What follows belongs to an exercise in optimizing a design on an open flow for small area, a short achievable clock period and few clock cycles per item; a production flow would make more cautious choices. At most, simulation tests tie the RTL to the original design; equivalence was not proved. Function not checked in run 1: the RTL went through the layout flow alone. Power and IR drop assume default switching activity.

==> flow/design.v (outline; a module is shown in full before it is edited, if it fits) <==
// module operandRegister: 34 lines
// module addSubUnit: 110 lines
// module multiplierArray: 614 lines
// module divFront: 737 lines
// module divBack: 839 lines
// module resultSelect: 47 lines
// module aluTop: 85 lines
module aluTop (
	input  logic                            clk,
	input  logic                            rstN,
	input  logic                            start,
	input  logic [aluPkg::operandWidth-1:0] a,
	input  logic [aluPkg::operandWidth-1:0] b,
	input  aluPkg::opcodeT                  op,
	output logic                            done,
	output logic [aluPkg::resultWidth-1:0]  result,
	output logic [aluPkg::errorWidth-1:0]   error
);
  // ...
==> flow/flow/run.sh <==
#!/bin/bash
# Own layout flow: the standard flow (standard.sh, unchanged synthesis), with
# - port buffers of a stronger cell than the smallest one buffer_ports picks by default,
# - timing repair aiming past the required slack (the clock and constraints are unchanged),
#   with resizing free to change a cell's footprint.
set -euo pipefail
MARGIN=$(cat flow/margin.txt)
bash standard.sh \
	"BUFFER_PORTS_ARGS=-buffer_cell sky130_fd_sc_hd__buf_4" \
	"SETUP_SLACK_MARGIN=$MARGIN" \
	"MATCH_CELL_FOOTPRINT=0" \
	finish > standard_flow.log 2>&1
==> flow/flow/margin.txt <==
23
==> flow/standard.sh <==
#!/bin/bash
# synth_recipe.tcl (not shown) runs the flow's synth.tcl, then flattens the netlist and writes it again
# the make line also repeats each setting of config.mk as NAME=value (left out here)
make -C /OpenROAD-flow-scripts/flow DESIGN_CONFIG=/design/flow/config.mk WORK_HOME=/design/flow/orfs CLKGATE_MAP_FILE= SYNTH_SCRIPT=/design/flow/synth_recipe.tcl "${@:-finish}"
==> flow/config.mk <==
export PLATFORM = sky130hd
export DESIGN_NAME = aluTop
export DESIGN_NICKNAME = aluTop
export VERILOG_FILES = /design/flow/design.v
export SDC_FILE = /design/flow/constraint.sdc
export NUM_CORES = 4
export LEC_CHECK = 0
export ABC_AREA = 1
export CAP_MARGIN = 20
export CORE_MARGIN = 2
export CORE_UTILIZATION = 40
export SLEW_MARGIN = 20
==> flow/constraint.sdc <==
create_clock -name core_clock -period 40.0 [get_ports {clk}]
set_input_delay 8.0000 -clock core_clock [delete_from_list [all_inputs] [get_ports {clk}]]
set_output_delay 8.0000 -clock core_clock [all_outputs]
set_load 0.01 [all_outputs]
==> key figures, run 1 <==
Status
  – Status: no timing/DRC/antenna violations

CTS
  – Hold buffers post-CTS: 0
  – Clock Pin Slew Worst Setup and Hold Paths: 0.06 ns
  – Clock Sinks: 57
  – CTS tree: built
  – CTS max path bufs: 2

Placement
  – Worst slack at placement: about 21 ns
  – GPL Wtd Cong: 0.954

Power and ir drop
  – Power per cell area: 56.1 nW/µm²
  – Comb power frac: 87.9%
  – P_comb: 1140 µW
  – Leakage power total: 0.0114 µW
  – Int Pwr: 532 µW

Min path
  – Hold path cells: 1

Cells and area
  – Seq area share: around 5.0%
  – Seq Cell Count: 57
  – Layout non-clock buf frac: 4.35%
  – Leading cell kind: multi-input combinational cells
  – Fraction of area in multi-input gates: 78.5%
  – Area of the multi-input gates: 18100 µm²

Route
  – ANT nets after route: 0
  – Drt first pass iters: 6
  – Final wirelength: ~75000 µm
  – Top sig layer: met5
  – M1 WL: around 32000 µm
  – Drt drc: 0

Global routing
  – Total track usage: 27.6%
  – Met2 usage: 44.8%
  – Global route total overflow: 0

Synth
  – Number of synthesized register bits: 57
  – Syn Std Cell Area: 20900 µm²
  – Synthesis warning total: 3

Setup path
  – CP max stage delay: 0.46 ns

Timing
  – Slew Viols, Final: 0
==> module operandRegister, before the edit <==
module operandRegister #(
	parameter int frontBits = 8
) (
	input  logic                             clk,
	input  logic                             rstN,
	input  logic                             start,
	input  logic [aluPkg::operandWidth-1:0]  a,
	input  logic [aluPkg::operandWidth-1:0]  b,
	input  aluPkg::opcodeT                   op,
	input  logic [15:16-frontBits]           qHi,
	input  logic [frontBits-1:0]             remHi,
	output logic [aluPkg::operandWidth-1:0]  aQ,
	output logic [aluPkg::operandWidth-1:0]  bQ,
	output aluPkg::opcodeT                   opQ,
	output logic [15:16-frontBits]           qHiQ,
	output logic [frontBits-1:0]             remHiQ,
	output logic                             validQ
);
	always_ff @(posedge clk)
	begin
		if (!rstN)
			validQ <= 1'b0;
		else
			validQ <= start;
	end
	always_ff @(posedge clk)
	begin
		aQ     <= a;
		bQ     <= b;
		opQ    <= op;
		qHiQ   <= qHi;
		remHiQ <= remHi;
	end
endmodule
==> module divFront, before the edit <==
module divFront (
	input  logic [15:0] aIn,
	input  logic [15:0] bIn,
	output logic [15:6] qHi,
	output logic [9:0] remHi
);
	logic [15:0] q;
	logic [18:0] b3;
	assign b3 = {3'b0, bIn} + ({3'b0, bIn} << 1);
	logic [3:0] tq0, tr0;
	logic small0;
	assign small0 = (bIn[15:4] == '0);
	always_comb
	begin
		case ({aIn[15:12], bIn[3:0]})
			8'd0: begin tq0 = 4'd15; tr0 = 4'd0; end
			8'd1: begin tq0 = 4'd0; tr0 = 4'd0; end
			8'd2: begin tq0 = 4'd0; tr0 = 4'd0; end
			8'd3: begin tq0 = 4'd0; tr0 = 4'd0; end
			8'd4: begin tq0 = 4'd0; tr0 = 4'd0; end
			8'd5: begin tq0 = 4'd0; tr0 = 4'd0; end
			8'd6: begin tq0 = 4'd0; tr0 = 4'd0; end
			8'd7: begin tq0 = 4'd0; tr0 = 4'd0; end
			8'd8: begin tq0 = 4'd0; tr0 = 4'd0; end
			8'd9: begin tq0 = 4'd0; tr0 = 4'd0; end
			8'd10: begin tq0 = 4'd0; tr0 = 4'd0; end
			8'd11: begin tq0 = 4'd0; tr0 = 4'd0; end
			8'd12: begin tq0 = 4'd0; tr0 = 4'd0; end
			8'd13: begin tq0 = 4'd0; tr0 = 4'd0; end
			8'd14: begin tq0 = 4'd0; tr0 = 4'd0; end
			8'd15: begin tq0 = 4'd0; tr0 = 4'd0; end
			8'd16: begin tq0 = 4'd15; tr0 = 4'd1; end
			8'd17: begin tq0 = 4'd1; tr0 = 4'd0; end
			8'd18: begin tq0 = 4'd0; tr0 = 4'd1; end
			8'd19: begin tq0 = 4'd0; tr0 = 4'd1; end
			8'd20: begin tq0 = 4'd0; tr0 = 4'd1; end
			8'd21: begin tq0 = 4'd0; tr0 = 4'd1; end
			8'd22: begin tq0 = 4'd0; tr0 = 4'd1; end
			8'd23: begin tq0 = 4'd0; tr0 = 4'd1; end
			8'd24: begin tq0 = 4'd0; tr0 = 4'd1; end
			8'd25: begin tq0 = 4'd0; tr0 = 4'd1; end
			8'd26: begin tq0 = 4'd0; tr0 = 4'd1; end
			8'd27: begin tq0 = 4'd0; tr0 = 4'd1; end
			8'd28: begin tq0 = 4'd0; tr0 = 4'd1; end
			8'd29: begin tq0 = 4'd0; tr0 = 4'd1; end
			8'd30: begin tq0 = 4'd0; tr0 = 4'd1; end
			8'd31: begin tq0 = 4'd0; tr0 = 4'd1; end
			8'd32: begin tq0 = 4'd15; tr0 = 4'd2; end
			8'd33: begin tq0 = 4'd2; tr0 = 4'd0; end
			8'd34: begin tq0 = 4'd1; tr0 = 4'd0; end
			8'd35: begin tq0 = 4'd0; tr0 = 4'd2; end
			8'd36: begin tq0 = 4'd0; tr0 = 4'd2; end
			8'd37: begin tq0 = 4'd0; tr0 = 4'd2; end
			8'd38: begin tq0 = 4'd0; tr0 = 4'd2; end
			8'd39: begin tq0 = 4'd0; tr0 = 4'd2; end
			8'd40: begin tq0 = 4'd0; tr0 = 4'd2; end
			8'd41: begin tq0 = 4'd0; tr0 = 4'd2; end
			8'd42: begin tq0 = 4'd0; tr0 = 4'd2; end
			8'd43: begin tq0 = 4'd0; tr0 = 4'd2; end
			8'd44: begin tq0 = 4'd0; tr0 = 4'd2; end
			8'd45: begin tq0 = 4'd0; tr0 = 4'd2; end
			8'd46: begin tq0 = 4'd0; tr0 = 4'd2; end
			8'd47: begin tq0 = 4'd0; tr0 = 4'd2; end
			8'd48: begin tq0 = 4'd15; tr0 = 4'd3; end
			8'd49: begin tq0 = 4'd3; tr0 = 4'd0; end
			8'd50: begin tq0 = 4'd1; tr0 = 4'd1; end
			8'd51: begin tq0 = 4'd1; tr0 = 4'd0; end
			8'd52: begin tq0 = 4'd0; tr0 = 4'd3; end
			8'd53: begin tq0 = 4'd0; tr0 = 4'd3; end
			8'd54: begin tq0 = 4'd0; tr0 = 4'd3; end
			8'd55: begin tq0 = 4'd0; tr0 = 4'd3; end
			8'd56: begin tq0 = 4'd0; tr0 = 4'd3; end
			8'd57: begin tq0 = 4'd0; tr0 = 4'd3; end
			8'd58: begin tq0 = 4'd0; tr0 = 4'd3; end
			8'd59: begin tq0 = 4'd0; tr0 = 4'd3; end
			8'd60: begin tq0 = 4'd0; tr0 = 4'd3; end
			8'd61: begin tq0 = 4'd0; tr0 = 4'd3; end
			8'd62: begin tq0 = 4'd0; tr0 = 4'd3; end
			8'd63: begin tq0 = 4'd0; tr0 = 4'd3; end
			8'd64: begin tq0 = 4'd15; tr0 = 4'd4; end
			8'd65: begin tq0 = 4'd4; tr0 = 4'd0; end
			8'd66: begin tq0 = 4'd2; tr0 = 4'd0; end
			8'd67: begin tq0 = 4'd1; tr0 = 4'd1; end
			8'd68: begin tq0 = 4'd1; tr0 = 4'd0; end
			8'd69: begin tq0 = 4'd0; tr0 = 4'd4; end
			8'd70: begin tq0 = 4'd0; tr0 = 4'd4; end
			8'd71: begin tq0 = 4'd0; tr0 = 4'd4; end
			8'd72: begin tq0 = 4'd0; tr0 = 4'd4; end
			8'd73: begin tq0 = 4'd0; tr0 = 4'd4; end
			8'd74: begin tq0 = 4'd0; tr0 = 4'd4; end
			8'd75: begin tq0 = 4'd0; tr0 = 4'd4; end
			8'd76: begin tq0 = 4'd0; tr0 = 4'd4; end
			8'd77: begin tq0 = 4'd0; tr0 = 4'd4; end
			8'd78: begin tq0 = 4'd0; tr0 = 4'd4; end
			8'd79: begin tq0 = 4'd0; tr0 = 4'd4; end
			8'd80: begin tq0 = 4'd15; tr0 = 4'd5; end
			8'd81: begin tq0 = 4'd5; tr0 = 4'd0; end
			8'd82: begin tq0 = 4'd2; tr0 = 4'd1; end
			8'd83: begin tq0 = 4'd1; tr0 = 4'd2; end
			8'd84: begin tq0 = 4'd1; tr0 = 4'd1; end
			8'd85: begin tq0 = 4'd1; tr0 = 4'd0; end
			8'd86: begin tq0 = 4'd0; tr0 = 4'd5; end
			8'd87: begin tq0 = 4'd0; tr0 = 4'd5; end
			8'd88: begin tq0 = 4'd0; tr0 = 4'd5; end
			8'd89: begin tq0 = 4'd0; tr0 = 4'd5; end
			8'd90: begin tq0 = 4'd0; tr0 = 4'd5; end
			8'd91: begin tq0 = 4'd0; tr0 = 4'd5; end
			8'd92: begin tq0 = 4'd0; tr0 = 4'd5; end
			8'd93: begin tq0 = 4'd0; tr0 = 4'd5; end
			8'd94: begin tq0 = 4'd0; tr0 = 4'd5; end
			8'd95: begin tq0 = 4'd0; tr0 = 4'd5; end
			8'd96: begin tq0 = 4'd15; tr0 = 4'd6; end
			8'd97: begin tq0 = 4'd6; tr0 = 4'd0; end
			8'd98: begin tq0 = 4'd3; tr0 = 4'd0; end
			8'd99: begin tq0 = 4'd2; tr0 = 4'd0; end
			8'd100: begin tq0 = 4'd1; tr0 = 4'd2; end
			8'd101: begin tq0 = 4'd1; tr0 = 4'd1; end
			8'd102: begin tq0 = 4'd1; tr0 = 4'd0; end
			8'd103: begin tq0 = 4'd0; tr0 = 4'd6; end
			8'd104: begin tq0 = 4'd0; tr0 = 4'd6; end
			8'd105: begin tq0 = 4'd0; tr0 = 4'd6; end
			8'd106: begin tq0 = 4'd0; tr0 = 4'd6; end
			8'd107: begin tq0 = 4'd0; tr0 = 4'd6; end
			8'd108: begin tq0 = 4'd0; tr0 = 4'd6; end
			8'd109: begin tq0 = 4'd0; tr0 = 4'd6; end
			8'd110: begin tq0 = 4'd0; tr0 = 4'd6; end
			8'd111: begin tq0 = 4'd0; tr0 = 4'd6; end
			8'd112: begin tq0 = 4'd15; tr0 = 4'd7; end
			8'd113: begin tq0 = 4'd7; tr0 = 4'd0; end
			8'd114: begin tq0 = 4'd3; tr0 = 4'd1; end
			8'd115: begin tq0 = 4'd2; tr0 = 4'd1; end
			8'd116: begin tq0 = 4'd1; tr0 = 4'd3; end
			8'd117: begin tq0 = 4'd1; tr0 = 4'd2; end
			8'd118: begin tq0 = 4'd1; tr0 = 4'd1; end
			8'd119: begin tq0 = 4'd1; tr0 = 4'd0; end
			8'd120: begin tq0 = 4'd0; tr0 = 4'd7; end
			8'd121: begin tq0 = 4'd0; tr0 = 4'd7; end
			8'd122: begin tq0 = 4'd0; tr0 = 4'd7; end
			8'd123: begin tq0 = 4'd0; tr0 = 4'd7; end
			8'd124: begin tq0 = 4'd0; tr0 = 4'd7; end
			8'd125: begin tq0 = 4'd0; tr0 = 4'd7; end
			8'd126: begin tq0 = 4'd0; tr0 = 4'd7; end
			8'd127: begin tq0 = 4'd0; tr0 = 4'd7; end
			8'd128: begin tq0 = 4'd15; tr0 = 4'd8; end
			8'd129: begin tq0 = 4'd8; tr0 = 4'd0; end
			8'd130: begin tq0 = 4'd4; tr0 = 4'd0; end
			8'd131: begin tq0 = 4'd2; tr0 = 4'd2; end
			8'd132: begin tq0 = 4'd2; tr0 = 4'd0; end
			8'd133: begin tq0 = 4'd1; tr0 = 4'd3; end
			8'd134: begin tq0 = 4'd1; tr0 = 4'd2; end
			8'd135: begin tq0 = 4'd1; tr0 = 4'd1; end
			8'd136: begin tq0 = 4'd1; tr0 = 4'd0; end
			8'd137: begin tq0 = 4'd0; tr0 = 4'd8; end
			8'd138: begin tq0 = 4'd0; tr0 = 4'd8; end
			8'd139: begin tq0 = 4'd0; tr0 = 4'd8; end
			8'd140: begin tq0 = 4'd0; tr0 = 4'd8; end
			8'd141: begin tq0 = 4'd0; tr0 = 4'd8; end
			8'd142: begin tq0 = 4'd0; tr0 = 4'd8; end
			8'd143: begin tq0 = 4'd0; tr0 = 4'd8; end
			8'd144: begin tq0 = 4'd15; tr0 = 4'd9; end
			8'd145: begin tq0 = 4'd9; tr0 = 4'd0; end
			8'd146: begin tq0 = 4'd4; tr0 = 4'd1; end
			8'd147: begin tq0 = 4'd3; tr0 = 4'd0; end
			8'd148: begin tq0 = 4'd2; tr0 = 4'd1; end
			8'd149: begin tq0 = 4'd1; tr0 = 4'd4; end
			8'd150: begin tq0 = 4'd1; tr0 = 4'd3; end
			8'd151: begin tq0 = 4'd1; tr0 = 4'd2; end
			8'd152: begin tq0 = 4'd1; tr0 = 4'd1; end
			8'd153: begin tq0 = 4'd1; tr0 = 4'd0; end
			8'd154: begin tq0 = 4'd0; tr0 = 4'd9; end
			8'd155: begin tq0 = 4'd0; tr0 = 4'd9; end
			8'd156: begin tq0 = 4'd0; tr0 = 4'd9; end
			8'd157: begin tq0 = 4'd0; tr0 = 4'd9; end
			8'd158: begin tq0 = 4'd0; tr0 = 4'd9; end
			8'd159: begin tq0 = 4'd0; tr0 = 4'd9; end
			8'd160: begin tq0 = 4'd15; tr0 = 4'd10; end
			8'd161: begin tq0 = 4'd10; tr0 = 4'd0; end
			8'd162: begin tq0 = 4'd5; tr0 = 4'd0; end
			8'd163: begin tq0 = 4'd3; tr0 = 4'd1; end
			8'd164: begin tq0 = 4'd2; tr0 = 4'd2; end
			8'd165: begin tq0 = 4'd2; tr0 = 4'd0; end
			8'd166: begin tq0 = 4'd1; tr0 = 4'd4; end
			8'd167: begin tq0 = 4'd1; tr0 = 4'd3; end
			8'd168: begin tq0 = 4'd1; tr0 = 4'd2; end
			8'd169: begin tq0 = 4'd1; tr0 = 4'd1; end
			8'd170: begin tq0 = 4'd1; tr0 = 4'd0; end
			8'd171: begin tq0 = 4'd0; tr0 = 4'd10; end
			8'd172: begin tq0 = 4'd0; tr0 = 4'd10; end
			8'd173: begin tq0 = 4'd0; tr0 = 4'd10; end
			8'd174: begin tq0 = 4'd0; tr0 = 4'd10; end
			8'd175: begin tq0 = 4'd0; tr0 = 4'd10; end
			8'd176: begin tq0 = 4'd15; tr0 = 4'd11; end
			8'd177: begin tq0 = 4'd11; tr0 = 4'd0; end
			8'd178: begin tq0 = 4'd5; tr0 = 4'd1; end
			8'd179: begin tq0 = 4'd3; tr0 = 4'd2; end
			8'd180: begin tq0 = 4'd2; tr0 = 4'd3; end
			8'd181: begin tq0 = 4'd2; tr0 = 4'd1; end
			8'd182: begin tq0 = 4'd1; tr0 = 4'd5; end
			8'd183: begin tq0 = 4'd1; tr0 = 4'd4; end
			8'd184: begin tq0 = 4'd1; tr0 = 4'd3; end
			8'd185: begin tq0 = 4'd1; tr0 = 4'd2; end
			8'd186: begin tq0 = 4'd1; tr0 = 4'd1; end
			8'd187: begin tq0 = 4'd1; tr0 = 4'd0; end
			8'd188: begin tq0 = 4'd0; tr0 = 4'd11; end
			8'd189: begin tq0 = 4'd0; tr0 = 4'd11; end
			8'd190: begin tq0 = 4'd0; tr0 = 4'd11; end
			8'd191: begin tq0 = 4'd0; tr0 = 4'd11; end
			8'd192: begin tq0 = 4'd15; tr0 = 4'd12; end
			8'd193: begin tq0 = 4'd12; tr0 = 4'd0; end
			8'd194: begin tq0 = 4'd6; tr0 = 4'd0; end
			8'd195: begin tq0 = 4'd4; tr0 = 4'd0; end
			8'd196: begin tq0 = 4'd3; tr0 = 4'd0; end
			8'd197: begin tq0 = 4'd2; tr0 = 4'd2; end
			8'd198: begin tq0 = 4'd2; tr0 = 4'd0; end
			8'd199: begin tq0 = 4'd1; tr0 = 4'd5; end
			8'd200: begin tq0 = 4'd1; tr0 = 4'd4; end
			8'd201: begin tq0 = 4'd1; tr0 = 4'd3; end
			8'd202: begin tq0 = 4'd1; tr0 = 4'd2; end
			8'd203: begin tq0 = 4'd1; tr0 = 4'd1; end
			8'd204: begin tq0 = 4'd1; tr0 = 4'd0; end
			8'd205: begin tq0 = 4'd0; tr0 = 4'd12; end
			8'd206: begin tq0 = 4'd0; tr0 = 4'd12; end
			8'd207: begin tq0 = 4'd0; tr0 = 4'd12; end
			8'd208: begin tq0 = 4'd15; tr0 = 4'd13; end
			8'd209: begin tq0 = 4'd13; tr0 = 4'd0; end
			8'd210: begin tq0 = 4'd6; tr0 = 4'd1; end
			8'd211: begin tq0 = 4'd4; tr0 = 4'd1; end
			8'd212: begin tq0 = 4'd3; tr0 = 4'd1; end
			8'd213: begin tq0 = 4'd2; tr0 = 4'd3; end
			8'd214: begin tq0 = 4'd2; tr0 = 4'd1; end
			8'd215: begin tq0 = 4'd1; tr0 = 4'd6; end
			8'd216: begin tq0 = 4'd1; tr0 = 4'd5; end
			8'd217: begin tq0 = 4'd1; tr0 = 4'd4; end
			8'd218: begin tq0 = 4'd1; tr0 = 4'd3; end
			8'd219: begin tq0 = 4'd1; tr0 = 4'd2; end
			8'd220: begin tq0 = 4'd1; tr0 = 4'd1; end
			8'd221: begin tq0 = 4'd1; tr0 = 4'd0; end
			8'd222: begin tq0 = 4'd0; tr0 = 4'd13; end
			8'd223: begin tq0 = 4'd0; tr0 = 4'd13; end
			8'd224: begin tq0 = 4'd15; tr0 = 4'd14; end
			8'd225: begin tq0 = 4'd14; tr0 = 4'd0; end
			8'd226: begin tq0 = 4'd7; tr0 = 4'd0; end
			8'd227: begin tq0 = 4'd4; tr0 = 4'd2; end
			8'd228: begin tq0 = 4'd3; tr0 = 4'd2; end
			8'd229: begin tq0 = 4'd2; tr0 = 4'd4; end
			8'd230: begin tq0 = 4'd2; tr0 = 4'd2; end
			8'd231: begin tq0 = 4'd2; tr0 = 4'd0; end
			8'd232: begin tq0 = 4'd1; tr0 = 4'd6; end
			8'd233: begin tq0 = 4'd1; tr0 = 4'd5; end
			8'd234: begin tq0 = 4'd1; tr0 = 4'd4; end
			8'd235: begin tq0 = 4'd1; tr0 = 4'd3; end
			8'd236: begin tq0 = 4'd1; tr0 = 4'd2; end
			8'd237: begin tq0 = 4'd1; tr0 = 4'd1; end
			8'd238: begin tq0 = 4'd1; tr0 = 4'd0; end
			8'd239: begin tq0 = 4'd0; tr0 = 4'd14; end
			8'd240: begin tq0 = 4'd15; tr0 = 4'd15; end
			8'd241: begin tq0 = 4'd15; tr0 = 4'd0; end
			8'd242: begin tq0 = 4'd7; tr0 = 4'd1; end
			8'd243: begin tq0 = 4'd5; tr0 = 4'd0; end
			8'd244: begin tq0 = 4'd3; tr0 = 4'd3; end
			8'd245: begin tq0 = 4'd3; tr0 = 4'd0; end
			8'd246: begin tq0 = 4'd2; tr0 = 4'd3; end
			8'd247: begin tq0 = 4'd2; tr0 = 4'd1; end
			8'd248: begin tq0 = 4'd1; tr0 = 4'd7; end
			8'd249: begin tq0 = 4'd1; tr0 = 4'd6; end
			8'd250: begin tq0 = 4'd1; tr0 = 4'd5; end
			8'd251: begin tq0 = 4'd1; tr0 = 4'd4; end
			8'd252: begin tq0 = 4'd1; tr0 = 4'd3; end
			8'd253: begin tq0 = 4'd1; tr0 = 4'd2; end
			8'd254: begin tq0 = 4'd1; tr0 = 4'd1; end
			8'd255: begin tq0 = 4'd1; tr0 = 4'd0; end
			default: begin tq0 = '0; tr0 = '0; end
		endcase
	end
	logic [3:0] r0;
	assign q[15:12] = small0 ? tq0 : '0;
	assign r0 = small0 ? tr0 : aIn[15:12];
	logic [5:0] x1;
	assign x1 = {r0, aIn[11:10]};
	logic [18:0] m1_1;
	logic [6:0] d1_1;
	logic ge1_1;
	assign m1_1 = {3'b0, bIn};
	logic [5:0] s1_1_p, s1_1_g;
	assign s1_1_p[0] = ~(x1[0] ^ m1_1[0]);
	assign s1_1_g[0] = x1[0] | ~m1_1[0];
	assign s1_1_p[1] = ~(x1[1] ^ m1_1[1]);
	assign s1_1_g[1] = x1[1] & ~m1_1[1];
	assign s1_1_p[2] = ~(x1[2] ^ m1_1[2]);
	assign s1_1_g[2] = x1[2] & ~m1_1[2];
	assign s1_1_p[3] = ~(x1[3] ^ m1_1[3]);
	assign s1_1_g[3] = x1[3] & ~m1_1[3];
	assign s1_1_p[4] = ~(x1[4] ^ m1_1[4]);
	assign s1_1_g[4] = x1[4] & ~m1_1[4];
	assign s1_1_p[5] = ~(x1[5] ^ m1_1[5]);
	assign s1_1_g[5] = x1[5] & ~m1_1[5];
	logic s1_1_G0; assign s1_1_G0 = s1_1_g[1] | (s1_1_p[1] & s1_1_g[0]);
	logic s1_1_G1; assign s1_1_G1 = s1_1_g[3] | (s1_1_p[3] & s1_1_g[2]);
	logic s1_1_P1; assign s1_1_P1 = s1_1_p[3] & s1_1_p[2];
	logic s1_1_G2; assign s1_1_G2 = s1_1_g[5] | (s1_1_p[5] & s1_1_g[4]);
	logic s1_1_P2; assign s1_1_P2 = s1_1_p[5] & s1_1_p[4];
	logic s1_1_G3; assign s1_1_G3 = s1_1_g[2] | (s1_1_p[2] & s1_1_G0);
	logic s1_1_G4; assign s1_1_G4 = s1_1_G1 | (s1_1_P1 & s1_1_G0);
	logic s1_1_G5; assign s1_1_G5 = s1_1_g[4] | (s1_1_p[4] & s1_1_G4);
	logic s1_1_G6; assign s1_1_G6 = s1_1_G2 | (s1_1_P2 & s1_1_G4);
	logic [5:0] s1_1_d;
	assign s1_1_d[0] = ~s1_1_p[0];
	assign s1_1_d[1] = s1_1_p[1] ^ s1_1_g[0];
	assign s1_1_d[2] = s1_1_p[2] ^ s1_1_G0;
	assign s1_1_d[3] = s1_1_p[3] ^ s1_1_G3;
	assign s1_1_d[4] = s1_1_p[4] ^ s1_1_G4;
	assign s1_1_d[5] = s1_1_p[5] ^ s1_1_G5;
	logic s1_1_ge; assign s1_1_ge = s1_1_G6;
	assign d1_1 = {~s1_1_ge, s1_1_d};
	assign ge1_1 = (bIn <= 16'd63) & s1_1_ge;
	logic [18:0] m1_2;
	logic [6:0] d1_2;
	logic ge1_2;
	assign m1_2 = ({3'b0, bIn} << 1);
	logic [5:0] s1_2_p, s1_2_g;
	assign s1_2_p[0] = ~(x1[0] ^ m1_2[0]);
	assign s1_2_g[0] = x1[0] | ~m1_2[0];
	assign s1_2_p[1] = ~(x1[1] ^ m1_2[1]);
	assign s1_2_g[1] = x1[1] & ~m1_2[1];
	assign s1_2_p[2] = ~(x1[2] ^ m1_2[2]);
	assign s1_2_g[2] = x1[2] & ~m1_2[2];
	assign s1_2_p[3] = ~(x1[3] ^ m1_2[3]);
	assign s1_2_g[3] = x1[3] & ~m1_2[3];
	assign s1_2_p[4] = ~(x1[4] ^ m1_2[4]);
	assign s1_2_g[4] = x1[4] & ~m1_2[4];
	assign s1_2_p[5] = ~(x1[5] ^ m1_2[5]);
	assign s1_2_g[5] = x1[5] & ~m1_2[5];
	logic s1_2_G0; assign s1_2_G0 = s1_2_g[1] | (s1_2_p[1] & s1_2_g[0]);
	logic s1_2_G1; assign s1_2_G1 = s1_2_g[3] | (s1_2_p[3] & s1_2_g[2]);
	logic s1_2_P1; assign s1_2_P1 = s1_2_p[3] & s1_2_p[2];
	logic s1_2_G2; assign s1_2_G2 = s1_2_g[5] | (s1_2_p[5] & s1_2_g[4]);
	logic s1_2_P2; assign s1_2_P2 = s1_2_p[5] & s1_2_p[4];
	logic s1_2_G3; assign s1_2_G3 = s1_2_g[2] | (s1_2_p[2] & s1_2_G0);
	logic s1_2_G4; assign s1_2_G4 = s1_2_G1 | (s1_2_P1 & s1_2_G0);
	logic s1_2_G5; assign s1_2_G5 = s1_2_g[4] | (s1_2_p[4] & s1_2_G4);
	logic s1_2_G6; assign s1_2_G6 = s1_2_G2 | (s1_2_P2 & s1_2_G4);
	logic [5:0] s1_2_d;
	assign s1_2_d[0] = ~s1_2_p[0];
	assign s1_2_d[1] = s1_2_p[1] ^ s1_2_g[0];
	assign s1_2_d[2] = s1_2_p[2] ^ s1_2_G0;
	assign s1_2_d[3] = s1_2_p[3] ^ s1_2_G3;
	assign s1_2_d[4] = s1_2_p[4] ^ s1_2_G4;
	assign s1_2_d[5] = s1_2_p[5] ^ s1_2_G5;
	logic s1_2_ge; assign s1_2_ge = s1_2_G6;
	assign d1_2 = {~s1_2_ge, s1_2_d};
	assign ge1_2 = (bIn <= 16'd31) & s1_2_ge;
	logic [18:0] m1_3;
	logic [6:0] d1_3;
	logic ge1_3;
	assign m1_3 = b3;
	logic [5:0] s1_3_p, s1_3_g;
	assign s1_3_p[0] = ~(x1[0] ^ m1_3[0]);
	assign s1_3_g[0] = x1[0] | ~m1_3[0];
	assign s1_3_p[1] = ~(x1[1] ^ m1_3[1]);
	assign s1_3_g[1] = x1[1] & ~m1_3[1];
	assign s1_3_p[2] = ~(x1[2] ^ m1_3[2]);
	assign s1_3_g[2] = x1[2] & ~m1_3[2];
	assign s1_3_p[3] = ~(x1[3] ^ m1_3[3]);
	assign s1_3_g[3] = x1[3] & ~m1_3[3];
	assign s1_3_p[4] = ~(x1[4] ^ m1_3[4]);
	assign s1_3_g[4] = x1[4] & ~m1_3[4];
	assign s1_3_p[5] = ~(x1[5] ^ m1_3[5]);
	assign s1_3_g[5] = x1[5] & ~m1_3[5];
	logic s1_3_G0; assign s1_3_G0 = s1_3_g[1] | (s1_3_p[1] & s1_3_g[0]);
	logic s1_3_G1; assign s1_3_G1 = s1_3_g[3] | (s1_3_p[3] & s1_3_g[2]);
	logic s1_3_P1; assign s1_3_P1 = s1_3_p[3] & s1_3_p[2];
	logic s1_3_G2; assign s1_3_G2 = s1_3_g[5] | (s1_3_p[5] & s1_3_g[4]);
	logic s1_3_P2; assign s1_3_P2 = s1_3_p[5] & s1_3_p[4];
	logic s1_3_G3; assign s1_3_G3 = s1_3_g[2] | (s1_3_p[2] & s1_3_G0);
	logic s1_3_G4; assign s1_3_G4 = s1_3_G1 | (s1_3_P1 & s1_3_G0);
	logic s1_3_G5; assign s1_3_G5 = s1_3_g[4] | (s1_3_p[4] & s1_3_G4);
	logic s1_3_G6; assign s1_3_G6 = s1_3_G2 | (s1_3_P2 & s1_3_G4);
	logic [5:0] s1_3_d;
	assign s1_3_d[0] = ~s1_3_p[0];
	assign s1_3_d[1] = s1_3_p[1] ^ s1_3_g[0];
	assign s1_3_d[2] = s1_3_p[2] ^ s1_3_G0;
	assign s1_3_d[3] = s1_3_p[3] ^ s1_3_G3;
	assign s1_3_d[4] = s1_3_p[4] ^ s1_3_G4;
	assign s1_3_d[5] = s1_3_p[5] ^ s1_3_G5;
	logic s1_3_ge; assign s1_3_ge = s1_3_G6;
	assign d1_3 = {~s1_3_ge, s1_3_d};
	assign ge1_3 = (bIn <= 16'd21) & s1_3_ge;
	logic [5:0] r1;
	assign q[11:10] = {ge1_2, ge1_2 ? ge1_3 : ge1_1};
	assign r1 = ge1_2 ? (ge1_3 ? d1_3[5:0] : d1_2[5:0]) :
		(ge1_1 ? d1_1[5:0] : x1[5:0]);
	logic [7:0] x2;
	assign x2 = {r1, aIn[9:8]};
	logic [18:0] m2_1;
	logic [8:0] d2_1;
	logic ge2_1;
	assign m2_1 = {3'b0, bIn};
	logic [7:0] s2_1_p, s2_1_g;
	assign s2_1_p[0] = ~(x2[0] ^ m2_1[0]);
	assign s2_1_g[0] = x2[0] | ~m2_1[0];
	assign s2_1_p[1] = ~(x2[1] ^ m2_1[1]);
	assign s2_1_g[1] = x2[1] & ~m2_1[1];
	assign s2_1_p[2] = ~(x2[2] ^ m2_1[2]);
	assign s2_1_g[2] = x2[2] & ~m2_1[2];
	assign s2_1_p[3] = ~(x2[3] ^ m2_1[3]);
	assign s2_1_g[3] = x2[3] & ~m2_1[3];
	assign s2_1_p[4] = ~(x2[4] ^ m2_1[4]);
	assign s2_1_g[4] = x2[4] & ~m2_1[4];
	assign s2_1_p[5] = ~(x2[5] ^ m2_1[5]);
	assign s2_1_g[5] = x2[5] & ~m2_1[5];
	assign s2_1_p[6] = ~(x2[6] ^ m2_1[6]);
	assign s2_1_g[6] = x2[6] & ~m2_1[6];
	assign s2_1_p[7] = ~(x2[7] ^ m2_1[7]);
	assign s2_1_g[7] = x2[7] & ~m2_1[7];
	logic s2_1_G0; assign s2_1_G0 = s2_1_g[1] | (s2_1_p[1] & s2_1_g[0]);
	logic s2_1_G1; assign s2_1_G1 = s2_1_g[3] | (s2_1_p[3] & s2_1_g[2]);
	logic s2_1_P1; assign s2_1_P1 = s2_1_p[3] & s2_1_p[2];
	logic s2_1_G2; assign s2_1_G2 = s2_1_g[5] | (s2_1_p[5] & s2_1_g[4]);
	logic s2_1_P2; assign s2_1_P2 = s2_1_p[5] & s2_1_p[4];
	logic s2_1_G3; assign s2_1_G3 = s2_1_g[7] | (s2_1_p[7] & s2_1_g[6]);
	logic s2_1_P3; assign s2_1_P3 = s2_1_p[7] & s2_1_p[6];
	logic s2_1_G4; assign s2_1_G4 = s2_1_g[2] | (s2_1_p[2] & s2_1_G0);
	logic s2_1_G5; assign s2_1_G5 = s2_1_G1 | (s2_1_P1 & s2_1_G0);
	logic s2_1_G6; assign s2_1_G6 = s2_1_g[6] | (s2_1_p[6] & s2_1_G2);
	logic s2_1_P6; assign s2_1_P6 = s2_1_p[6] & s2_1_P2;
	logic s2_1_G7; assign s2_1_G7 = s2_1_G3 | (s2_1_P3 & s2_1_G2);
	logic s2_1_P7; assign s2_1_P7 = s2_1_P3 & s2_1_P2;
	logic s2_1_G8; assign s2_1_G8 = s2_1_g[4] | (s2_1_p[4] & s2_1_G5);
	logic s2_1_G9; assign s2_1_G9 = s2_1_G2 | (s2_1_P2 & s2_1_G5);
	logic s2_1_G10; assign s2_1_G10 = s2_1_G6 | (s2_1_P6 & s2_1_G5);
	logic s2_1_G11; assign s2_1_G11 = s2_1_G7 | (s2_1_P7 & s2_1_G5);
	logic [7:0] s2_1_d;
	assign s2_1_d[0] = ~s2_1_p[0];
	assign s2_1_d[1] = s2_1_p[1] ^ s2_1_g[0];
	assign s2_1_d[2] = s2_1_p[2] ^ s2_1_G0;
	assign s2_1_d[3] = s2_1_p[3] ^ s2_1_G4;
	assign s2_1_d[4] = s2_1_p[4] ^ s2_1_G5;
	assign s2_1_d[5] = s2_1_p[5] ^ s2_1_G8;
	assign s2_1_d[6] = s2_1_p[6] ^ s2_1_G9;
	assign s2_1_d[7] = s2_1_p[7] ^ s2_1_G10;
	logic s2_1_ge; assign s2_1_ge = s2_1_G11;
	assign d2_1 = {~s2_1_ge, s2_1_d};
	assign ge2_1 = (bIn <= 16'd255) & s2_1_ge;
	logic [18:0] m2_2;
	logic [8:0] d2_2;
	logic ge2_2;
	assign m2_2 = ({3'b0, bIn} << 1);
	logic [7:0] s2_2_p, s2_2_g;
	assign s2_2_p[0] = ~(x2[0] ^ m2_2[0]);
	assign s2_2_g[0] = x2[0] | ~m2_2[0];
	assign s2_2_p[1] = ~(x2[1] ^ m2_2[1]);
	assign s2_2_g[1] = x2[1] & ~m2_2[1];
	assign s2_2_p[2] = ~(x2[2] ^ m2_2[2]);
	assign s2_2_g[2] = x2[2] & ~m2_2[2];
	assign s2_2_p[3] = ~(x2[3] ^ m2_2[3]);
	assign s2_2_g[3] = x2[3] & ~m2_2[3];
	assign s2_2_p[4] = ~(x2[4] ^ m2_2[4]);
	assign s2_2_g[4] = x2[4] & ~m2_2[4];
	assign s2_2_p[5] = ~(x2[5] ^ m2_2[5]);
	assign s2_2_g[5] = x2[5] & ~m2_2[5];
	assign s2_2_p[6] = ~(x2[6] ^ m2_2[6]);
	assign s2_2_g[6] = x2[6] & ~m2_2[6];
	assign s2_2_p[7] = ~(x2[7] ^ m2_2[7]);
	assign s2_2_g[7] = x2[7] & ~m2_2[7];
	logic s2_2_G0; assign s2_2_G0 = s2_2_g[1] | (s2_2_p[1] & s2_2_g[0]);
	logic s2_2_G1; assign s2_2_G1 = s2_2_g[3] | (s2_2_p[3] & s2_2_g[2]);
	logic s2_2_P1; assign s2_2_P1 = s2_2_p[3] & s2_2_p[2];
	logic s2_2_G2; assign s2_2_G2 = s2_2_g[5] | (s2_2_p[5] & s2_2_g[4]);
	logic s2_2_P2; assign s2_2_P2 = s2_2_p[5] & s2_2_p[4];
	logic s2_2_G3; assign s2_2_G3 = s2_2_g[7] | (s2_2_p[7] & s2_2_g[6]);
	logic s2_2_P3; assign s2_2_P3 = s2_2_p[7] & s2_2_p[6];
	logic s2_2_G4; assign s2_2_G4 = s2_2_g[2] | (s2_2_p[2] & s2_2_G0);
	logic s2_2_G5; assign s2_2_G5 = s2_2_G1 | (s2_2_P1 & s2_2_G0);
	logic s2_2_G6; assign s2_2_G6 = s2_2_g[6] | (s2_2_p[6] & s2_2_G2);
	logic s2_2_P6; assign s2_2_P6 = s2_2_p[6] & s2_2_P2;
	logic s2_2_G7; assign s2_2_G7 = s2_2_G3 | (s2_2_P3 & s2_2_G2);
	logic s2_2_P7; assign s2_2_P7 = s2_2_P3 & s2_2_P2;
	logic s2_2_G8; assign s2_2_G8 = s2_2_g[4] | (s2_2_p[4] & s2_2_G5);
	logic s2_2_G9; assign s2_2_G9 = s2_2_G2 | (s2_2_P2 & s2_2_G5);
	logic s2_2_G10; assign s2_2_G10 = s2_2_G6 | (s2_2_P6 & s2_2_G5);
	logic s2_2_G11; assign s2_2_G11 = s2_2_G7 | (s2_2_P7 & s2_2_G5);
	logic [7:0] s2_2_d;
	assign s2_2_d[0] = ~s2_2_p[0];
	assign s2_2_d[1] = s2_2_p[1] ^ s2_2_g[0];
	assign s2_2_d[2] = s2_2_p[2] ^ s2_2_G0;
	assign s2_2_d[3] = s2_2_p[3] ^ s2_2_G4;
	assign s2_2_d[4] = s2_2_p[4] ^ s2_2_G5;
	assign s2_2_d[5] = s2_2_p[5] ^ s2_2_G8;
	assign s2_2_d[6] = s2_2_p[6] ^ s2_2_G9;
	assign s2_2_d[7] = s2_2_p[7] ^ s2_2_G10;
	logic s2_2_ge; assign s2_2_ge = s2_2_G11;
	assign d2_2 = {~s2_2_ge, s2_2_d};
	assign ge2_2 = (bIn <= 16'd127) & s2_2_ge;
	logic [18:0] m2_3;
	logic [8:0] d2_3;
	logic ge2_3;
	assign m2_3 = b3;
	logic [7:0] s2_3_p, s2_3_g;
	assign s2_3_p[0] = ~(x2[0] ^ m2_3[0]);
	assign s2_3_g[0] = x2[0] | ~m2_3[0];
	assign s2_3_p[1] = ~(x2[1] ^ m2_3[1]);
	assign s2_3_g[1] = x2[1] & ~m2_3[1];
	assign s2_3_p[2] = ~(x2[2] ^ m2_3[2]);
	assign s2_3_g[2] = x2[2] & ~m2_3[2];
	assign s2_3_p[3] = ~(x2[3] ^ m2_3[3]);
	assign s2_3_g[3] = x2[3] & ~m2_3[3];
	assign s2_3_p[4] = ~(x2[4] ^ m2_3[4]);
	assign s2_3_g[4] = x2[4] & ~m2_3[4];
	assign s2_3_p[5] = ~(x2[5] ^ m2_3[5]);
	assign s2_3_g[5] = x2[5] & ~m2_3[5];
	assign s2_3_p[6] = ~(x2[6] ^ m2_3[6]);
	assign s2_3_g[6] = x2[6] & ~m2_3[6];
	assign s2_3_p[7] = ~(x2[7] ^ m2_3[7]);
	assign s2_3_g[7] = x2[7] & ~m2_3[7];
	logic s2_3_G0; assign s2_3_G0 = s2_3_g[1] | (s2_3_p[1] & s2_3_g[0]);
	logic s2_3_G1; assign s2_3_G1 = s2_3_g[3] | (s2_3_p[3] & s2_3_g[2]);
	logic s2_3_P1; assign s2_3_P1 = s2_3_p[3] & s2_3_p[2];
	logic s2_3_G2; assign s2_3_G2 = s2_3_g[5] | (s2_3_p[5] & s2_3_g[4]);
	logic s2_3_P2; assign s2_3_P2 = s2_3_p[5] & s2_3_p[4];
	logic s2_3_G3; assign s2_3_G3 = s2_3_g[7] | (s2_3_p[7] & s2_3_g[6]);
	logic s2_3_P3; assign s2_3_P3 = s2_3_p[7] & s2_3_p[6];
	logic s2_3_G4; assign s2_3_G4 = s2_3_g[2] | (s2_3_p[2] & s2_3_G0);
	logic s2_3_G5; assign s2_3_G5 = s2_3_G1 | (s2_3_P1 & s2_3_G0);
	logic s2_3_G6; assign s2_3_G6 = s2_3_g[6] | (s2_3_p[6] & s2_3_G2);
	logic s2_3_P6; assign s2_3_P6 = s2_3_p[6] & s2_3_P2;
	logic s2_3_G7; assign s2_3_G7 = s2_3_G3 | (s2_3_P3 & s2_3_G2);
	logic s2_3_P7; assign s2_3_P7 = s2_3_P3 & s2_3_P2;
	logic s2_3_G8; assign s2_3_G8 = s2_3_g[4] | (s2_3_p[4] & s2_3_G5);
	logic s2_3_G9; assign s2_3_G9 = s2_3_G2 | (s2_3_P2 & s2_3_G5);
	logic s2_3_G10; assign s2_3_G10 = s2_3_G6 | (s2_3_P6 & s2_3_G5);
	logic s2_3_G11; assign s2_3_G11 = s2_3_G7 | (s2_3_P7 & s2_3_G5);
	logic [7:0] s2_3_d;
	assign s2_3_d[0] = ~s2_3_p[0];
	assign s2_3_d[1] = s2_3_p[1] ^ s2_3_g[0];
	assign s2_3_d[2] = s2_3_p[2] ^ s2_3_G0;
	assign s2_3_d[3] = s2_3_p[3] ^ s2_3_G4;
	assign s2_3_d[4] = s2_3_p[4] ^ s2_3_G5;
	assign s2_3_d[5] = s2_3_p[5] ^ s2_3_G8;
	assign s2_3_d[6] = s2_3_p[6] ^ s2_3_G9;
	assign s2_3_d[7] = s2_3_p[7] ^ s2_3_G10;
	logic s2_3_ge; assign s2_3_ge = s2_3_G11;
	assign d2_3 = {~s2_3_ge, s2_3_d};
	assign ge2_3 = (bIn <= 16'd85) & s2_3_ge;
	logic [7:0] r2;
	assign q[9:8] = {ge2_2, ge2_2 ? ge2_3 : ge2_1};
	assign r2 = ge2_2 ? (ge2_3 ? d2_3[7:0] : d2_2[7:0]) :
		(ge2_1 ? d2_1[7:0] : x2[7:0]);
	logic [9:0] x3;
	assign x3 = {r2, aIn[7:6]};
	logic [18:0] m3_1;
	logic [10:0] d3_1;
	logic ge3_1;
	assign m3_1 = {3'b0, bIn};
	logic [9:0] s3_1_p, s3_1_g;
	assign s3_1_p[0] = ~(x3[0] ^ m3_1[0]);
	assign s3_1_g[0] = x3[0] | ~m3_1[0];
	assign s3_1_p[1] = ~(x3[1] ^ m3_1[1]);
	assign s3_1_g[1] = x3[1] & ~m3_1[1];
	assign s3_1_p[2] = ~(x3[2] ^ m3_1[2]);
	assign s3_1_g[2] = x3[2] & ~m3_1[2];
	assign s3_1_p[3] = ~(x3[3] ^ m3_1[3]);
	assign s3_1_g[3] = x3[3] & ~m3_1[3];
	assign s3_1_p[4] = ~(x3[4] ^ m3_1[4]);
	assign s3_1_g[4] = x3[4] & ~m3_1[4];
	assign s3_1_p[5] = ~(x3[5] ^ m3_1[5]);
	assign s3_1_g[5] = x3[5] & ~m3_1[5];
	assign s3_1_p[6] = ~(x3[6] ^ m3_1[6]);
	assign s3_1_g[6] = x3[6] & ~m3_1[6];
	assign s3_1_p[7] = ~(x3[7] ^ m3_1[7]);
	assign s3_1_g[7] = x3[7] & ~m3_1[7];
	assign s3_1_p[8] = ~(x3[8] ^ m3_1[8]);
	assign s3_1_g[8] = x3[8] & ~m3_1[8];
	assign s3_1_p[9] = ~(x3[9] ^ m3_1[9]);
	assign s3_1_g[9] = x3[9] & ~m3_1[9];
	logic s3_1_G0; assign s3_1_G0 = s3_1_g[1] | (s3_1_p[1] & s3_1_g[0]);
	logic s3_1_G1; assign s3_1_G1 = s3_1_g[3] | (s3_1_p[3] & s3_1_g[2]);
	logic s3_1_P1; assign s3_1_P1 = s3_1_p[3] & s3_1_p[2];
	logic s3_1_G2; assign s3_1_G2 = s3_1_g[5] | (s3_1_p[5] & s3_1_g[4]);
	logic s3_1_P2; assign s3_1_P2 = s3_1_p[5] & s3_1_p[4];
	logic s3_1_G3; assign s3_1_G3 = s3_1_g[7] | (s3_1_p[7] & s3_1_g[6]);
	logic s3_1_P3; assign s3_1_P3 = s3_1_p[7] & s3_1_p[6];
	logic s3_1_G4; assign s3_1_G4 = s3_1_g[9] | (s3_1_p[9] & s3_1_g[8]);
	logic s3_1_P4; assign s3_1_P4 = s3_1_p[9] & s3_1_p[8];
	logic s3_1_G5; assign s3_1_G5 = s3_1_g[2] | (s3_1_p[2] & s3_1_G0);
	logic s3_1_G6; assign s3_1_G6 = s3_1_G1 | (s3_1_P1 & s3_1_G0);
	logic s3_1_G7; assign s3_1_G7 = s3_1_g[6] | (s3_1_p[6] & s3_1_G2);
	logic s3_1_P7; assign s3_1_P7 = s3_1_p[6] & s3_1_P2;
	logic s3_1_G8; assign s3_1_G8 = s3_1_G3 | (s3_1_P3 & s3_1_G2);
	logic s3_1_P8; assign s3_1_P8 = s3_1_P3 & s3_1_P2;
	logic s3_1_G9; assign s3_1_G9 = s3_1_g[4] | (s3_1_p[4] & s3_1_G6);
	logic s3_1_G10; assign s3_1_G10 = s3_1_G2 | (s3_1_P2 & s3_1_G6);
	logic s3_1_G11; assign s3_1_G11 = s3_1_G7 | (s3_1_P7 & s3_1_G6);
	logic s3_1_G12; assign s3_1_G12 = s3_1_G8 | (s3_1_P8 & s3_1_G6);
	logic s3_1_G13; assign s3_1_G13 = s3_1_g[8] | (s3_1_p[8] & s3_1_G12);
	logic s3_1_G14; assign s3_1_G14 = s3_1_G4 | (s3_1_P4 & s3_1_G12);
	logic [9:0] s3_1_d;
	assign s3_1_d[0] = ~s3_1_p[0];
	assign s3_1_d[1] = s3_1_p[1] ^ s3_1_g[0];
	assign s3_1_d[2] = s3_1_p[2] ^ s3_1_G0;
	assign s3_1_d[3] = s3_1_p[3] ^ s3_1_G5;
	assign s3_1_d[4] = s3_1_p[4] ^ s3_1_G6;
	assign s3_1_d[5] = s3_1_p[5] ^ s3_1_G9;
	assign s3_1_d[6] = s3_1_p[6] ^ s3_1_G10;
	assign s3_1_d[7] = s3_1_p[7] ^ s3_1_G11;
	assign s3_1_d[8] = s3_1_p[8] ^ s3_1_G12;
	assign s3_1_d[9] = s3_1_p[9] ^ s3_1_G13;
	logic s3_1_ge; assign s3_1_ge = s3_1_G14;
	assign d3_1 = {~s3_1_ge, s3_1_d};
	assign ge3_1 = (bIn <= 16'd1023) & s3_1_ge;
	logic [18:0] m3_2;
	logic [10:0] d3_2;
	logic ge3_2;
	assign m3_2 = ({3'b0, bIn} << 1);
	logic [9:0] s3_2_p, s3_2_g;
	assign s3_2_p[0] = ~(x3[0] ^ m3_2[0]);
	assign s3_2_g[0] = x3[0] | ~m3_2[0];
	assign s3_2_p[1] = ~(x3[1] ^ m3_2[1]);
	assign s3_2_g[1] = x3[1] & ~m3_2[1];
	assign s3_2_p[2] = ~(x3[2] ^ m3_2[2]);
	assign s3_2_g[2] = x3[2] & ~m3_2[2];
	assign s3_2_p[3] = ~(x3[3] ^ m3_2[3]);
	assign s3_2_g[3] = x3[3] & ~m3_2[3];
	assign s3_2_p[4] = ~(x3[4] ^ m3_2[4]);
	assign s3_2_g[4] = x3[4] & ~m3_2[4];
	assign s3_2_p[5] = ~(x3[5] ^ m3_2[5]);
	assign s3_2_g[5] = x3[5] & ~m3_2[5];
	assign s3_2_p[6] = ~(x3[6] ^ m3_2[6]);
	assign s3_2_g[6] = x3[6] & ~m3_2[6];
	assign s3_2_p[7] = ~(x3[7] ^ m3_2[7]);
	assign s3_2_g[7] = x3[7] & ~m3_2[7];
	assign s3_2_p[8] = ~(x3[8] ^ m3_2[8]);
	assign s3_2_g[8] = x3[8] & ~m3_2[8];
	assign s3_2_p[9] = ~(x3[9] ^ m3_2[9]);
	assign s3_2_g[9] = x3[9] & ~m3_2[9];
	logic s3_2_G0; assign s3_2_G0 = s3_2_g[1] | (s3_2_p[1] & s3_2_g[0]);
	logic s3_2_G1; assign s3_2_G1 = s3_2_g[3] | (s3_2_p[3] & s3_2_g[2]);
	logic s3_2_P1; assign s3_2_P1 = s3_2_p[3] & s3_2_p[2];
	logic s3_2_G2; assign s3_2_G2 = s3_2_g[5] | (s3_2_p[5] & s3_2_g[4]);
	logic s3_2_P2; assign s3_2_P2 = s3_2_p[5] & s3_2_p[4];
	logic s3_2_G3; assign s3_2_G3 = s3_2_g[7] | (s3_2_p[7] & s3_2_g[6]);
	logic s3_2_P3; assign s3_2_P3 = s3_2_p[7] & s3_2_p[6];
	logic s3_2_G4; assign s3_2_G4 = s3_2_g[9] | (s3_2_p[9] & s3_2_g[8]);
	logic s3_2_P4; assign s3_2_P4 = s3_2_p[9] & s3_2_p[8];
	logic s3_2_G5; assign s3_2_G5 = s3_2_g[2] | (s3_2_p[2] & s3_2_G0);
	logic s3_2_G6; assign s3_2_G6 = s3_2_G1 | (s3_2_P1 & s3_2_G0);
	logic s3_2_G7; assign s3_2_G7 = s3_2_g[6] | (s3_2_p[6] & s3_2_G2);
	logic s3_2_P7; assign s3_2_P7 = s3_2_p[6] & s3_2_P2;
	logic s3_2_G8; assign s3_2_G8 = s3_2_G3 | (s3_2_P3 & s3_2_G2);
	logic s3_2_P8; assign s3_2_P8 = s3_2_P3 & s3_2_P2;
	logic s3_2_G9; assign s3_2_G9 = s3_2_g[4] | (s3_2_p[4] & s3_2_G6);
	logic s3_2_G10; assign s3_2_G10 = s3_2_G2 | (s3_2_P2 & s3_2_G6);
	logic s3_2_G11; assign s3_2_G11 = s3_2_G7 | (s3_2_P7 & s3_2_G6);
	logic s3_2_G12; assign s3_2_G12 = s3_2_G8 | (s3_2_P8 & s3_2_G6);
	logic s3_2_G13; assign s3_2_G13 = s3_2_g[8] | (s3_2_p[8] & s3_2_G12);
	logic s3_2_G14; assign s3_2_G14 = s3_2_G4 | (s3_2_P4 & s3_2_G12);
	logic [9:0] s3_2_d;
	assign s3_2_d[0] = ~s3_2_p[0];
	assign s3_2_d[1] = s3_2_p[1] ^ s3_2_g[0];
	assign s3_2_d[2] = s3_2_p[2] ^ s3_2_G0;
	assign s3_2_d[3] = s3_2_p[3] ^ s3_2_G5;
	assign s3_2_d[4] = s3_2_p[4] ^ s3_2_G6;
	assign s3_2_d[5] = s3_2_p[5] ^ s3_2_G9;
	assign s3_2_d[6] = s3_2_p[6] ^ s3_2_G10;
	assign s3_2_d[7] = s3_2_p[7] ^ s3_2_G11;
	assign s3_2_d[8] = s3_2_p[8] ^ s3_2_G12;
	assign s3_2_d[9] = s3_2_p[9] ^ s3_2_G13;
	logic s3_2_ge; assign s3_2_ge = s3_2_G14;
	assign d3_2 = {~s3_2_ge, s3_2_d};
	assign ge3_2 = (bIn <= 16'd511) & s3_2_ge;
	logic [18:0] m3_3;
	logic [10:0] d3_3;
	logic ge3_3;
	assign m3_3 = b3;
	logic [9:0] s3_3_p, s3_3_g;
	assign s3_3_p[0] = ~(x3[0] ^ m3_3[0]);
	assign s3_3_g[0] = x3[0] | ~m3_3[0];
	assign s3_3_p[1] = ~(x3[1] ^ m3_3[1]);
	assign s3_3_g[1] = x3[1] & ~m3_3[1];
	assign s3_3_p[2] = ~(x3[2] ^ m3_3[2]);
	assign s3_3_g[2] = x3[2] & ~m3_3[2];
	assign s3_3_p[3] = ~(x3[3] ^ m3_3[3]);
	assign s3_3_g[3] = x3[3] & ~m3_3[3];
	assign s3_3_p[4] = ~(x3[4] ^ m3_3[4]);
	assign s3_3_g[4] = x3[4] & ~m3_3[4];
	assign s3_3_p[5] = ~(x3[5] ^ m3_3[5]);
	assign s3_3_g[5] = x3[5] & ~m3_3[5];
	assign s3_3_p[6] = ~(x3[6] ^ m3_3[6]);
	assign s3_3_g[6] = x3[6] & ~m3_3[6];
	assign s3_3_p[7] = ~(x3[7] ^ m3_3[7]);
	assign s3_3_g[7] = x3[7] & ~m3_3[7];
	assign s3_3_p[8] = ~(x3[8] ^ m3_3[8]);
	assign s3_3_g[8] = x3[8] & ~m3_3[8];
	assign s3_3_p[9] = ~(x3[9] ^ m3_3[9]);
	assign s3_3_g[9] = x3[9] & ~m3_3[9];
	logic s3_3_G0; assign s3_3_G0 = s3_3_g[1] | (s3_3_p[1] & s3_3_g[0]);
	logic s3_3_G1; assign s3_3_G1 = s3_3_g[3] | (s3_3_p[3] & s3_3_g[2]);
	logic s3_3_P1; assign s3_3_P1 = s3_3_p[3] & s3_3_p[2];
	logic s3_3_G2; assign s3_3_G2 = s3_3_g[5] | (s3_3_p[5] & s3_3_g[4]);
	logic s3_3_P2; assign s3_3_P2 = s3_3_p[5] & s3_3_p[4];
	logic s3_3_G3; assign s3_3_G3 = s3_3_g[7] | (s3_3_p[7] & s3_3_g[6]);
	logic s3_3_P3; assign s3_3_P3 = s3_3_p[7] & s3_3_p[6];
	logic s3_3_G4; assign s3_3_G4 = s3_3_g[9] | (s3_3_p[9] & s3_3_g[8]);
	logic s3_3_P4; assign s3_3_P4 = s3_3_p[9] & s3_3_p[8];
	logic s3_3_G5; assign s3_3_G5 = s3_3_g[2] | (s3_3_p[2] & s3_3_G0);
	logic s3_3_G6; assign s3_3_G6 = s3_3_G1 | (s3_3_P1 & s3_3_G0);
	logic s3_3_G7; assign s3_3_G7 = s3_3_g[6] | (s3_3_p[6] & s3_3_G2);
	logic s3_3_P7; assign s3_3_P7 = s3_3_p[6] & s3_3_P2;
	logic s3_3_G8; assign s3_3_G8 = s3_3_G3 | (s3_3_P3 & s3_3_G2);
	logic s3_3_P8; assign s3_3_P8 = s3_3_P3 & s3_3_P2;
	logic s3_3_G9; assign s3_3_G9 = s3_3_g[4] | (s3_3_p[4] & s3_3_G6);
	logic s3_3_G10; assign s3_3_G10 = s3_3_G2 | (s3_3_P2 & s3_3_G6);
	logic s3_3_G11; assign s3_3_G11 = s3_3_G7 | (s3_3_P7 & s3_3_G6);
	logic s3_3_G12; assign s3_3_G12 = s3_3_G8 | (s3_3_P8 & s3_3_G6);
	logic s3_3_G13; assign s3_3_G13 = s3_3_g[8] | (s3_3_p[8] & s3_3_G12);
	logic s3_3_G14; assign s3_3_G14 = s3_3_G4 | (s3_3_P4 & s3_3_G12);
	logic [9:0] s3_3_d;
	assign s3_3_d[0] = ~s3_3_p[0];
	assign s3_3_d[1] = s3_3_p[1] ^ s3_3_g[0];
	assign s3_3_d[2] = s3_3_p[2] ^ s3_3_G0;
	assign s3_3_d[3] = s3_3_p[3] ^ s3_3_G5;
	assign s3_3_d[4] = s3_3_p[4] ^ s3_3_G6;
	assign s3_3_d[5] = s3_3_p[5] ^ s3_3_G9;
	assign s3_3_d[6] = s3_3_p[6] ^ s3_3_G10;
	assign s3_3_d[7] = s3_3_p[7] ^ s3_3_G11;
	assign s3_3_d[8] = s3_3_p[8] ^ s3_3_G12;
	assign s3_3_d[9] = s3_3_p[9] ^ s3_3_G13;
	logic s3_3_ge; assign s3_3_ge = s3_3_G14;
	assign d3_3 = {~s3_3_ge, s3_3_d};
	assign ge3_3 = (bIn <= 16'd341) & s3_3_ge;
	logic [9:0] r3;
	assign q[7:6] = {ge3_2, ge3_2 ? ge3_3 : ge3_1};
	assign r3 = ge3_2 ? (ge3_3 ? d3_3[9:0] : d3_2[9:0]) :
		(ge3_1 ? d3_1[9:0] : x3[9:0]);
	assign qHi   = q[15:6];
	assign remHi = r3;
	assign q[5:0] = '0;
endmodule
==> module aluTop, before the edit <==
module aluTop (
	input  logic                            clk,
	input  logic                            rstN,
	input  logic                            start,
	input  logic [aluPkg::operandWidth-1:0] a,
	input  logic [aluPkg::operandWidth-1:0] b,
	input  aluPkg::opcodeT                  op,
	output logic                            done,
	output logic [aluPkg::resultWidth-1:0]  result,
	output logic [aluPkg::errorWidth-1:0]   error
);
	localparam int frontBits = 10;
	logic [15:16-frontBits]  qHi;
	logic [frontBits-1:0]    remHi;
	logic [operandWidth-1:0] aQ;
	logic [operandWidth-1:0] bQ;
	aluPkg::opcodeT          opQ;
	logic [15:16-frontBits]  qHiQ;
	logic [frontBits-1:0]    remHiQ;
	logic                    validQ;
	logic [resultWidth-1:0]  addSubResult;
	logic                    overflow;
	logic [resultWidth-1:0]  product;
	logic [operandWidth-1:0] quotient;
	logic [operandWidth-1:0] remainder;
	logic                    divZero;
	divFront divFront_i (
		.aIn   (a),
		.bIn   (b),
		.qHi   (qHi),
		.remHi (remHi)
	);
	operandRegister #(
		.frontBits (frontBits)
	) operandRegister_i (
		.clk    (clk),
		.rstN   (rstN),
		.start  (start),
		.a      (a),
		.b      (b),
		.op     (op),
		.qHi    (qHi),
		.remHi  (remHi),
		.aQ     (aQ),
		.bQ     (bQ),
		.opQ    (opQ),
		.qHiQ   (qHiQ),
		.remHiQ (remHiQ),
		.validQ (validQ)
	);
	addSubUnit addSubUnit_i (
		.aQ           (aQ),
		.bQ           (bQ),
		.opQ          (opQ),
		.addSubResult (addSubResult),
		.overflow     (overflow)
	);
	multiplierArray multiplierArray_i (
		.aQ      (aQ),
		.bQ      (bQ),
		.product (product)
	);
	divBack divBack_i (
		.aIn       (aQ),
		.bIn       (bQ),
		.qHi       (qHiQ),
		.remHi     (remHiQ),
		.quotient  (quotient),
		.remainder (remainder),
		.divZero   (divZero)
	);
	resultSelect resultSelect_i (
		.validQ       (validQ),
		.opQ          (opQ),
		.addSubResult (addSubResult),
		.overflow     (overflow),
		.product      (product),
		.quotient     ({{(resultWidth-operandWidth){1'b0}}, quotient}),
		.remainder    ({{(resultWidth-operandWidth){1'b0}}, remainder}),
		.divZero      (divZero),
		.result       (result),
		.error        (error),
		.done         (done)
	);
endmodule
==> run 2: changes to the inputs <==
--- a/flow/design.v
+++ b/flow/design.v
@@ -31,4 +31,5 @@
 	input  logic [15:16-frontBits]           qHi,
 	input  logic [frontBits-1:0]             remHi,
+	input  logic [17:1]                      b3,
 	output logic [aluPkg::operandWidth-1:0]  aQ,
 	output logic [aluPkg::operandWidth-1:0]  bQ,
@@ -36,4 +37,5 @@
 	output logic [15:16-frontBits]           qHiQ,
 	output logic [frontBits-1:0]             remHiQ,
+	output logic [17:1]                      b3Q,
 	output logic                             validQ
 );
@@ -52,4 +54,5 @@
 		qHiQ   <= qHi;
 		remHiQ <= remHi;
+		b3Q    <= b3;
 	end
 endmodule
@@ -784,9 +787,11 @@
 	input  logic [15:0] bIn,
 	output logic [15:6] qHi,
-	output logic [9:0] remHi
+	output logic [9:0] remHi,
+	output logic [17:1] b3Out
 );
 	logic [15:0] q;
 	logic [18:0] b3;
 	assign b3 = {3'b0, bIn} + ({3'b0, bIn} << 1);
+	assign b3Out = b3[17:1];
 	logic [3:0] tq0, tr0;
 	logic small0;
@@ -1522,4 +1527,5 @@
 	input  logic [15:6] qHi,
 	input  logic [9:0] remHi,
+	input  logic [17:1] b3In,
 	output logic [15:0] quotient,
 	output logic [15:0] remainder,
@@ -1528,5 +1534,5 @@
 	logic [15:0] q;
 	logic [18:0] b3;
-	assign b3 = {3'b0, bIn} + ({3'b0, bIn} << 1);
+	assign b3 = {1'b0, b3In, bIn[0]};
 	assign q[15:6] = qHi;
 	logic [11:0] x4;
@@ -2419,4 +2425,5 @@
 	logic [15:16-frontBits]  qHi;
 	logic [frontBits-1:0]    remHi;
+	logic [17:1]             b3;
 	logic [operandWidth-1:0] aQ;
 	logic [operandWidth-1:0] bQ;
@@ -2424,4 +2431,5 @@
 	logic [15:16-frontBits]  qHiQ;
 	logic [frontBits-1:0]    remHiQ;
+	logic [17:1]             b3Q;
 	logic                    validQ;
 	logic [resultWidth-1:0]  addSubResult;
@@ -2435,5 +2443,6 @@
 		.bIn   (b),
 		.qHi   (qHi),
-		.remHi (remHi)
+		.remHi (remHi),
+		.b3Out (b3)
 	);
 	operandRegister #(
@@ -2448,4 +2457,5 @@
 		.qHi    (qHi),
 		.remHi  (remHi),
+		.b3     (b3),
 		.aQ     (aQ),
 		.bQ     (bQ),
@@ -2453,4 +2463,5 @@
 		.qHiQ   (qHiQ),
 		.remHiQ (remHiQ),
+		.b3Q    (b3Q),
 		.validQ (validQ)
 	);
@@ -2472,4 +2483,5 @@
 		.qHi       (qHiQ),
 		.remHi     (remHiQ),
+		.b3In      (b3Q),
 		.quotient  (quotient),
 		.remainder (remainder),
==> key figures, run 2 <==
CTS
  – Clock Pin Slew Worst Setup and Hold Paths: 0.07 ns (was 0.06 ns)
  – CTS tree: built (unchanged)
  – Hold buffers post-CTS: 0 (unchanged)
  – Root buffer cell: clkbuf_16 (unchanged)
  – CTS max path bufs: 2 (unchanged)
  – Clock Sinks: 72 (was 57)

Route
  – Via density: 5.53 (was 5.67)
  – ANT nets after route: 0 (unchanged)
  – Drt drc: 0 (unchanged)
  – Final wirelength: 75200 µm (was 74500 µm)
  – DRC marker count from the first detailed-route iteration: 2234 (was 2203)
  – Drt first pass iters: 6 (unchanged)
  – Routed vias: 21518 (was 20925)

Cells and area
  – Layout cells sized above 1: 5.56% (was 10.1%)
  – Area Overhead vs Synth: 7.29% (was 10.2%)
  – Commonest non-fill, non-tap cell in the layout: nand2_1 (unchanged)
  – Most frequent cells in the layout: nand2_1, inv_1, ha_1 (unchanged)

Setup path
  – CP max-delay cell: dfxtp_1 (was fa_1)
  – Critical path capture point type: output port (unchanged)
  – Startpoint types: flop (unchanged)
  – CP max stage delay: 0.71 ns (was 0.46 ns)
  – WS Path Type: reg2out (unchanged)
  – Crit path max fanout: 24 (was 18)
  – Crit path DAT: 8.45 ns (was 8.50 ns)

Synth
  – Cell count after synthesis: 3171 (was 2952)
  – Synthesis warning total: 3 (unchanged)
  – Syn Std Cell Area: 21400 µm² (was 20900 µm²)
  – Top post-synthesis cells by count: nand2_1, inv_1, ha_1, a21oi_1, xor2_1 (unchanged)
  – Number of synthesized register bits: 72 (was 57)
  – Async set-reset flop share out of synthesis: 0% (unchanged)
  – Largest family of logic cells by synthesized area: adder cells (unchanged)

Power and ir drop
  – Power share of the sequential group: 6.1% (was 5.1%)
  – Power per cell area: 61.2 nW/µm² (was 56.1 nW/µm²)
  – Clock share of power: 5.7% (was 6.9%)
  – Leakage power total: 0.0120 µW (was 0.0114 µW)
  – Int Pwr: 561 µW (was 532 µW)
  – Max VDD drop: 94.7 µV (was 87.4 µV)
  – Overall power consumption: 1410 µW (was 1290 µW)
  – Switching Share: 60.2% (was 58.9%)
  – Comb power frac: 88.3% (was 87.9%)

Global routing
  – Global route total overflow: 0 (unchanged)
  – Total track usage: 26.8% (was 27.6%)

Placement
  – GPL Wtd Cong: 0.948 (was 0.954)

Timing
  – Final period util: 41.1% (was 41.3%)
  – Slew Viols, Final: 0 (unchanged)
  – Slew of the pin with the lowest slew margin: 0.968 ns (was 1.04 ns)

Status
  – Status: no timing/DRC/antenna violations (unchanged)

Floorplanning
  – DIE AREA: 55500 µm² (was 54200 µm²)
  – Core Area: 52800 µm² (was 51500 µm²)
==> run 2: changes by cell type after synthesis, moves of 12 or more <==
cell / delta
dfxtp_1: +15
ha_1: -25
inv_1: +95
nand2_1: +152
nand2_2: -12
nand3_1: +42
nand4_1: +18
nor2_1: +31
o21ai_0: -17
==> run 2: worst paths after layout <==
kind	start	end	slack (ns)	depth (start not counted)
setup / recovery	operandRegister_i.bQ[1]	result[7]	23.55	43
hold / removal	a[3]	operandRegister_i.aQ[3]	7.74	1
==> run 2: kinds of logic after synthesis <==
kind of cell	count (synthesis)
fa+ha+maj	457
simple gates	1228
buf+inv	582
mux	1
compound gates	574
xor+xnor	257
flops	72
==> run 2: critical path, delay by kind of cell, from the launching register on <==
kind                       cells  cell delay (ns)
AOI/OAI and AO/OA              4             0.78
DFF                            1             0.71
buffers and inverters          8             1.82
and+or+nand+nor               28             3.50
adders and majority gates      3             1.26
==> run 2: cell type report <==
class / instances / area (µm²)
timing repair buffer: 98 / 733
clock buffer: 9 / 225
fill: 5630 / 29800
tap: 688 / 861
inverter: 497 / 1880
clock inverter: 7 / 63.8
multi-input combinational: 2517 / 17800
timing repair inverter: 2 / 12.5
sequential: 72 / 1440
==> run 2: what timing repair did <==
action	in CTS	in global routing
gates resized for setup	0	7
setup buffers	0	1
setup endpoints to repair	0	16
==> run 2: stage by stage <==
step / hold slack (ns) / utilization, % / worst slack (ns) / cell area [µm²]
2_1_floorplan: 8.03 / - / 25.65 / 21400
3_3_place_gp: 8.11 / 43.0 / 23.57 / 22700
3_5_place_dp: 8.11 / 43.0 / 23.54 / 22700
4_1_cts: 7.74 / 43.5 / 23.13 / 23000
5_1_grt: 7.73 / 43.6 / 23.00 / 23000
6_report: 7.74 / 43.6 / 23.55 / 23000
==> run 2: power groups by stage <==
| stage | Combinational, µW | Clock, µW | Sequential (µW) |
|---|---|---|---|
| floorplan | 901 | 0 | 83.4 |
| global route | 1410 | 84.4 | 86.1 |
| finish | 1240 | 79.8 | 85.6 |
| global placement | 1220 | 0 | 86.7 |
| detailed placement | 1210 | 0 | 86.9 |
| CTS | 1220 | 81.2 | 85.2 |
==> run 2: layer usage <==
metal  track usage, %  routed length [µm]  vias to the layer above
li1                 -                   -                    10401
met1             38.0               33400                     9966
met2             42.1               33000                     1011
met3             3.45                6520                      136
met4             8.30                2300                        4
met5                0                  41                        -
Testbench counts of run 2, summed over its fixed seeds: cycles 8,000, items 8,000.

Check on run 2: ideal ports give 23.553 ns setup slack; a clkbuf_16 on the clock port and buf_2 on the inputs give 23.503 ns; moving port delays by the midpoint clock arrival (0.401 ns) as well gives 23.522 ns.
